Source: an optimization exercise on an open RTL-to-GDS flow (aim: small area and a short achievable clock period). Production flows keep margins and buffers that such runs may drop. Where RTL was checked, it was by simulation tests only, not by an equivalence proof against the original.

Setup of run 5:
// store_buffer
module store_buffer #(
    parameter int sq_depth = 8
) (
    input  logic                            clk,
    input  logic                            rst,
    input  logic                            rob_flush,
    input  logic                            lsq_valid,
    input  logic                            lsq_ready,
    input  logic                            lsq_is_load,
    input  logic [lsu_pkg::xlen-1:0]        lsq_addr,
    input  logic [lsu_pkg::mask_bits-1:0]   lsq_mask,
    input  logic [lsu_pkg::xlen-1:0]        lsq_wdata,
    input  lsu_pkg::load_funct3_e           lsq_funct3,
    input  logic [lsu_pkg::rob_id_bits-1:0] lsq_rob_id,
    input  logic [lsu_pkg::pr_bits-1:0]     lsq_pr_dest,
    input  logic [lsu_pkg::rob_id_bits-1:0] rob_head_id,
    output logic                            lsq_dequeue,
    output logic [lsu_pkg::xlen-1:0]        dcache_addr,
    output logic [lsu_pkg::mask_bits-1:0]   dcache_rmask,
    output logic [lsu_pkg::mask_bits-1:0]   dcache_wmask,
  ...
Size: about 2700 cells after synthesis, ~240 I/O pins, about 26000 sq um of cells after synthesis.
==> module sb_hold, before the edit <==
module sb_hold #(
    parameter int w = 1
) (
    input  logic         en,
    input  logic         hold,
    input  logic [w-1:0] d,
    input  logic [w-1:0] q,
    output logic [w-1:0] y
);
    for (genvar k = 0; k < w; k++) begin : g_bit
        sb_a22o i_m (.a1(en), .a2(d[k]), .b1(hold), .b2(q[k]), .y(y[k]));
    end
endmodule
==> module store_buffer, before the edit <==
module store_buffer #(
    parameter int sq_depth = 8
) (
    input  logic                            clk,
    input  logic                            rst,
    input  logic                            rob_flush,
    input  logic                            lsq_valid,
    input  logic                            lsq_ready,
    input  logic                            lsq_is_load,
    input  logic [lsu_pkg::xlen-1:0]        lsq_addr,
    input  logic [lsu_pkg::mask_bits-1:0]   lsq_mask,
    input  logic [lsu_pkg::xlen-1:0]        lsq_wdata,
    input  lsu_pkg::load_funct3_e           lsq_funct3,
    input  logic [lsu_pkg::rob_id_bits-1:0] lsq_rob_id,
    input  logic [lsu_pkg::pr_bits-1:0]     lsq_pr_dest,
    input  logic [lsu_pkg::rob_id_bits-1:0] rob_head_id,
    output logic                            lsq_dequeue,
    output logic [lsu_pkg::xlen-1:0]        dcache_addr,
    output logic [lsu_pkg::mask_bits-1:0]   dcache_rmask,
    output logic [lsu_pkg::mask_bits-1:0]   dcache_wmask,
    output logic [lsu_pkg::xlen-1:0]        dcache_wdata,
    input  logic [lsu_pkg::xlen-1:0]        dcache_rdata,
    input  logic                            dcache_resp,
    output logic                            cdb_valid,
    output logic [lsu_pkg::rob_id_bits-1:0] cdb_rob_id,
    output logic [lsu_pkg::pr_bits-1:0]     cdb_pr_dest,
    output logic [lsu_pkg::xlen-1:0]        cdb_result,
    output logic                            store_done
);
    localparam int aw       = lsu_pkg::xlen - 2;
    logic [sq_depth-1:0][aw-1:0] q_addr;
    logic [sq_depth-1:0][3:0]    q_mask;
    logic [sq_depth-1:0][31:0]   q_data;
    logic [sq_depth-1:0][3:0]    q_live;
    logic [sq_depth-1:0]         q_valid;    
    logic [sq_depth-1:0]         head_oh;    
    logic busy;         
    logic busy_load;    
    logic stale;        
    logic sq_full, sq_nonempty;
    assign sq_full     = q_valid[sq_depth-1];
    assign sq_nonempty = q_valid[0];
    assign head_oh     = q_valid & ~(q_valid >> 1);
    logic head_ok, is_store, store_accept, load_head;
    assign head_ok      = lsq_valid && lsq_ready;
    assign is_store     = head_ok && !lsq_is_load;
    assign load_head    = head_ok && lsq_is_load;
    assign store_accept = is_store && (lsq_rob_id == rob_head_id) && !sq_full;
    logic [sq_depth-1:0]      eq_c, eq_l;
    logic [sq_depth-1:0][3:0] vlive;
    logic [4:0]               fwd_full, fwd_miss;     
    logic [3:0]               fwd_none;
    for (genvar i = 0; i < sq_depth; i++) begin : g_entry
        sb_entry_cmp i_cmp (
            .entry_addr (q_addr[i]),
            .addr       (lsq_addr[lsu_pkg::xlen-1:2]),
            .eq_c       (eq_c[i]),
            .eq_l       (eq_l[i])
        );
        assign vlive[i] = q_live[i] & {4{q_valid[i]}};
    end
    sb_cover #(.sq_depth(sq_depth)) i_cover (
        .eq   (eq_c),
        .live (vlive),
        .none (fwd_none)
    );
    for (genvar c = 0; c < 5; c++) begin : g_miss
        sb_miss i_miss (
            .none      (fwd_none),
            .load_mask (lsq_mask),
            .fwd_full  (fwd_full[c]),
            .fwd_miss  (fwd_miss[c])
        );
    end
    logic load_req, issue_load, issue_store, resp_ok;
    logic [aw-1:0] req_addr;
    assign issue_load  = !busy && load_req;
    assign issue_store = !busy && !load_req && sq_nonempty;
    assign resp_ok     = busy && dcache_resp && !stale;
    logic sq_pop;
    assign sq_pop = resp_ok && !busy_load;
    always_ff @(posedge clk) begin
        if (rst) begin
            busy <= 1'b0;
        end else if (!busy) begin
            busy <= issue_load || issue_store;
        end else if (dcache_resp) begin
            busy <= 1'b0;
        end
    end
    logic [3:0] none_q;
    always_ff @(posedge clk) begin
        if (!busy) begin
            busy_load <= load_req;
            none_q    <= fwd_none;
        end
    end
    always_ff @(posedge clk) begin
        if (rst) begin
            stale <= 1'b0;
        end else if (rob_flush) begin
            stale <= 1'b1;
        end else if (dcache_resp) begin
            stale <= 1'b0;
        end
    end
    logic [aw-1:0] head_addr;
    logic [3:0]    head_mask;
    logic [31:0]   head_data;
    always_comb begin
        head_addr = '0;
        head_mask = '0;
        head_data = '0;
        for (int i = 0; i < sq_depth; i++) begin
            if (head_oh[i]) begin
                head_addr = head_addr | q_addr[i];
                head_mask = head_mask | q_mask[i];
                head_data = head_data | q_data[i];
            end
        end
    end
    dcache_arbiter #(.aw(aw)) i_arb (
        .load_head   (load_head),
        .fwd_full    (fwd_full[3:0]),
        .fwd_miss    (fwd_miss[3:0]),
        .busy        (busy),
        .sq_nonempty (sq_nonempty),
        .load_addr   (lsq_addr[lsu_pkg::xlen-1:2]),
        .load_mask   (lsq_mask),
        .head_addr   (head_addr),
        .head_mask   (head_mask),
        .load_req    (load_req),
        .req_addr    (req_addr),
        .rmask       (dcache_rmask),
        .wmask       (dcache_wmask)
    );
    assign dcache_addr  = {req_addr, 2'b00};
    assign dcache_wdata = head_data;
    always_ff @(posedge clk) begin
        if (rst) begin
            q_valid <= '0;
        end else begin
            case ({store_accept, sq_pop})
                2'b10:   q_valid <= {q_valid[sq_depth-2:0], 1'b1};
                2'b01:   q_valid <= q_valid >> 1;
                default: q_valid <= q_valid;
            endcase
        end
    end
    localparam int ew = aw + 4 + 32 + 4;     
    logic [sq_depth-1:0][ew-1:0] q_ent, q_shift, q_next;
    logic                        accept_n;
    assign accept_n = !store_accept;
    for (genvar i = 0; i < sq_depth; i++) begin : g_ent
        assign q_ent[i] = {q_addr[i], q_mask[i], q_data[i], q_live[i]};
        if (i == 0) begin : g_in
            assign q_shift[i] = {lsq_addr[lsu_pkg::xlen-1:2], lsq_mask, lsq_wdata, lsq_mask};
        end else begin : g_up
            assign q_shift[i] = {q_addr[i-1], q_mask[i-1], q_data[i-1],
                                 q_live[i-1] & ~({4{eq_l[i-1]}} & lsq_mask)};
        end
        sb_hold #(.w(ew)) i_hold (
            .en   (store_accept),
            .hold (accept_n),
            .d    (q_shift[i]),
            .q    (q_ent[i]),
            .y    (q_next[i])
        );
    end
    always_ff @(posedge clk) begin
        for (int i = 0; i < sq_depth; i++) begin
            {q_addr[i], q_mask[i], q_data[i], q_live[i]} <= q_next[i];
        end
    end
    load_align #(.sq_depth(sq_depth)) i_align (
        .eq          (eq_l),
        .live        (vlive),
        .data        (q_data),
        .cache_rdata (dcache_rdata),
        .cache_sel   (none_q & {4{resp_ok && busy_load}}),
        .addr_low    (lsq_addr[1:0]),
        .funct3      (lsq_funct3),
        .result      (cdb_result)
    );
    assign cdb_valid   = (load_head && fwd_full[4]) || (resp_ok && busy_load);
    assign cdb_rob_id  = lsq_rob_id;
    assign cdb_pr_dest = lsq_pr_dest;
    assign store_done  = store_accept;
    assign lsq_dequeue = store_accept || cdb_valid;
endmodule
Settings: LEC_CHECK=0, CAP_MARGIN=20, CORE_MARGIN=2, CORE_UTILIZATION=35, CTS_BUF_LIST=sky130_fd_sc_hd__clkbuf_16, CTS_CLUSTER_DIAMETER=120, CTS_CLUSTER_SIZE=25, PLACE_DENSITY=0.5, SETUP_SLACK_MARGIN=3.4, SLEW_MARGIN=20, SYNTH_HIERARCHICAL=1, TNS_END_PERCENT=2; clock period 10.0 ns.
standard.sh (not shown) runs the stock make flow with config.mk's settings and CLKGATE_MAP_FILE= SYNTH_SCRIPT=/design/flow/synth_recipe.tcl, a recipe that flattens the netlist after the stock synthesis.
==> flow/flow/run.sh <==
#!/bin/bash
# Layout: the standard flow with two changes to how cells are picked.
#  - The port buffers use the smallest buffer cell instead of the one
#    buffer_ports picks by itself; timing repair resizes the critical ones.
#  - Slow wide OR/NOR cells (three or four series PMOS) are added to the
#    platform's don't-use list, so mapping and repair build the wide ORs of
#    the forwarding logic from NAND/AOI stages instead.
set -euo pipefail
export BUFFER_PORTS_ARGS="-buffer_cell sky130_fd_sc_hd__buf_1"
plat=$(make -s -C "$FLOW_HOME" DESIGN_CONFIG="$PWD/config.mk" WORK_HOME="$PWD/orfs" \
       print-DONT_USE_CELLS 2> print_dont_use.log | sed -n 's/^DONT_USE_CELLS: //p')
slow=""
for c in or3_1 or3_2 or3_4 or3b_1 or3b_2 or3b_4 or4_1 or4_2 or4_4 or4b_1 or4b_2 or4b_4 \
         or4bb_1 or4bb_2 or4bb_4 nor4_1 nor4_2 nor4_4 nor4b_1 nor4b_2 nor4b_4 nor4bb_1 \
         nor4bb_2 nor4bb_4 a2111o_1 a2111o_2 a2111o_4 a2111oi_0 a2111oi_1 a2111oi_2 \
         a2111oi_4 o2111a_1 o2111a_2 o2111a_4 o2111ai_1 o2111ai_2 o2111ai_4; do
  slow="$slow sky130_fd_sc_hd__$c"
done
echo "DONT_USE_CELLS=$plat$slow" > dont_use.txt
bash standard.sh "DONT_USE_CELLS=$plat$slow" synth > synth.log 2>&1
bash standard.sh "DONT_USE_CELLS=$plat$slow" finish > layout.log 2>&1
What run 2 does differently from run 5 at the input level:
-- flow/design.v --
<<< run 5, line 53
module sb_a211o (input logic a1, a2, b1, c1, output logic y);
    assign y = (a1 & a2) | b1 | c1;
endmodule
module sb_hold #(
    parameter int w = 1
) (
    input  logic         en,
    input  logic         hold,
    input  logic [w-1:0] d,
    input  logic [w-1:0] q,
    output logic [w-1:0] y
);
    for (genvar k = 0; k < w; k++) begin : g_bit
        sb_a22o i_m (.a1(en), .a2(d[k]), .b1(hold), .b2(q[k]), .y(y[k]));
    end
endmodule
`timescale 1ns/1ps
>>> run 2, line 53
module sb_a211o (input logic a1, a2, b1, c1, output logic y);
    assign y = (a1 & a2) | b1 | c1;
endmodule
`timescale 1ns/1ps
<<< run 5, line 415
        end
    end
    localparam int ew = aw + 4 + 32 + 4;     
    logic [sq_depth-1:0][ew-1:0] q_ent, q_shift, q_next;
    logic                        accept_n;
    assign accept_n = !store_accept;
    for (genvar i = 0; i < sq_depth; i++) begin : g_ent
        assign q_ent[i] = {q_addr[i], q_mask[i], q_data[i], q_live[i]};
        if (i == 0) begin : g_in
            assign q_shift[i] = {lsq_addr[lsu_pkg::xlen-1:2], lsq_mask, lsq_wdata, lsq_mask};
        end else begin : g_up
            assign q_shift[i] = {q_addr[i-1], q_mask[i-1], q_data[i-1],
                                 q_live[i-1] & ~({4{eq_l[i-1]}} & lsq_mask)};
        end
        sb_hold #(.w(ew)) i_hold (
            .en   (store_accept),
            .hold (accept_n),
            .d    (q_shift[i]),
            .q    (q_ent[i]),
            .y    (q_next[i])
        );
    end
    always_ff @(posedge clk) begin
        for (int i = 0; i < sq_depth; i++) begin
            {q_addr[i], q_mask[i], q_data[i], q_live[i]} <= q_next[i];
        end
    end
>>> run 2, line 402
        end
    end
    always_ff @(posedge clk) begin
        if (store_accept) begin
            q_addr[0] <= lsq_addr[lsu_pkg::xlen-1:2];
            q_mask[0] <= lsq_mask;
            q_data[0] <= lsq_wdata;
            q_live[0] <= lsq_mask;
            for (int i = 1; i < sq_depth; i++) begin
                q_addr[i] <= q_addr[i-1];
                q_mask[i] <= q_mask[i-1];
                q_data[i] <= q_data[i-1];
                q_live[i] <= q_live[i-1] & ~({4{eq_l[i-1]}} & lsq_mask);
            end
        end
    end
Notes after the runs:
Against run 5 as the reference, run 2 delivers a lower global-route wire length before repair. Against run 5 as the reference, run 2 delivers a lower largest net degree at the start of global routing. Floorplan die height, run 2 vs run 5: up slightly. Run 5 → run 2: sequential standard cell area now larger, non-clock buffer count fell by about 0.8%, stage delay of the slowest cell on the critical path did not really move, core utilization of the finished layout did not really move. Run 2 reports its most common cell after layout, fill and taps aside as sky130_fd_sc_hd__edfxtp_1 while run 5 reports sky130_fd_sc_hd__a22o_1.
No functional check of the RTL was part of run 2.

==> what the ideal ports hide <==
The flow's constraints put no driver on any port. The routed layouts listed below were extracted and timed again, unchanged, in two steps.
Step 1, drivers: a clkbuf_16 drives clk and a buf_2 each remaining input, both assumed.
Step 2 times the ports against the registers' clock, not the clock port: input delays grow and output delays shrink by t, the midpoint of the rising clock arrivals with the driver on.
Slacks: ideal / step 1 / step 2; pairs: ideal / step 1.
run | t, ns | slack for setup (ns) | hold slack, ns | latest minus earliest clock arrival (ns) | cell pins on the clock port's net
run 5 | 0.669 | 3.391 / 3.362 / 3.362 | 0.476 / 0.476 / 0.476 | 0.044 / 0.044 | 1
run 2 | 0.669 | 3.393 / 3.371 / 3.371 | 0.453 / 0.453 / 0.453 | 0.022 / 0.022 | 1
After both steps every run listed still meets setup and hold. The setup slack of run 5, which loses most, moves by -0.029 ns with the drivers and by -0.029 ns with both steps.
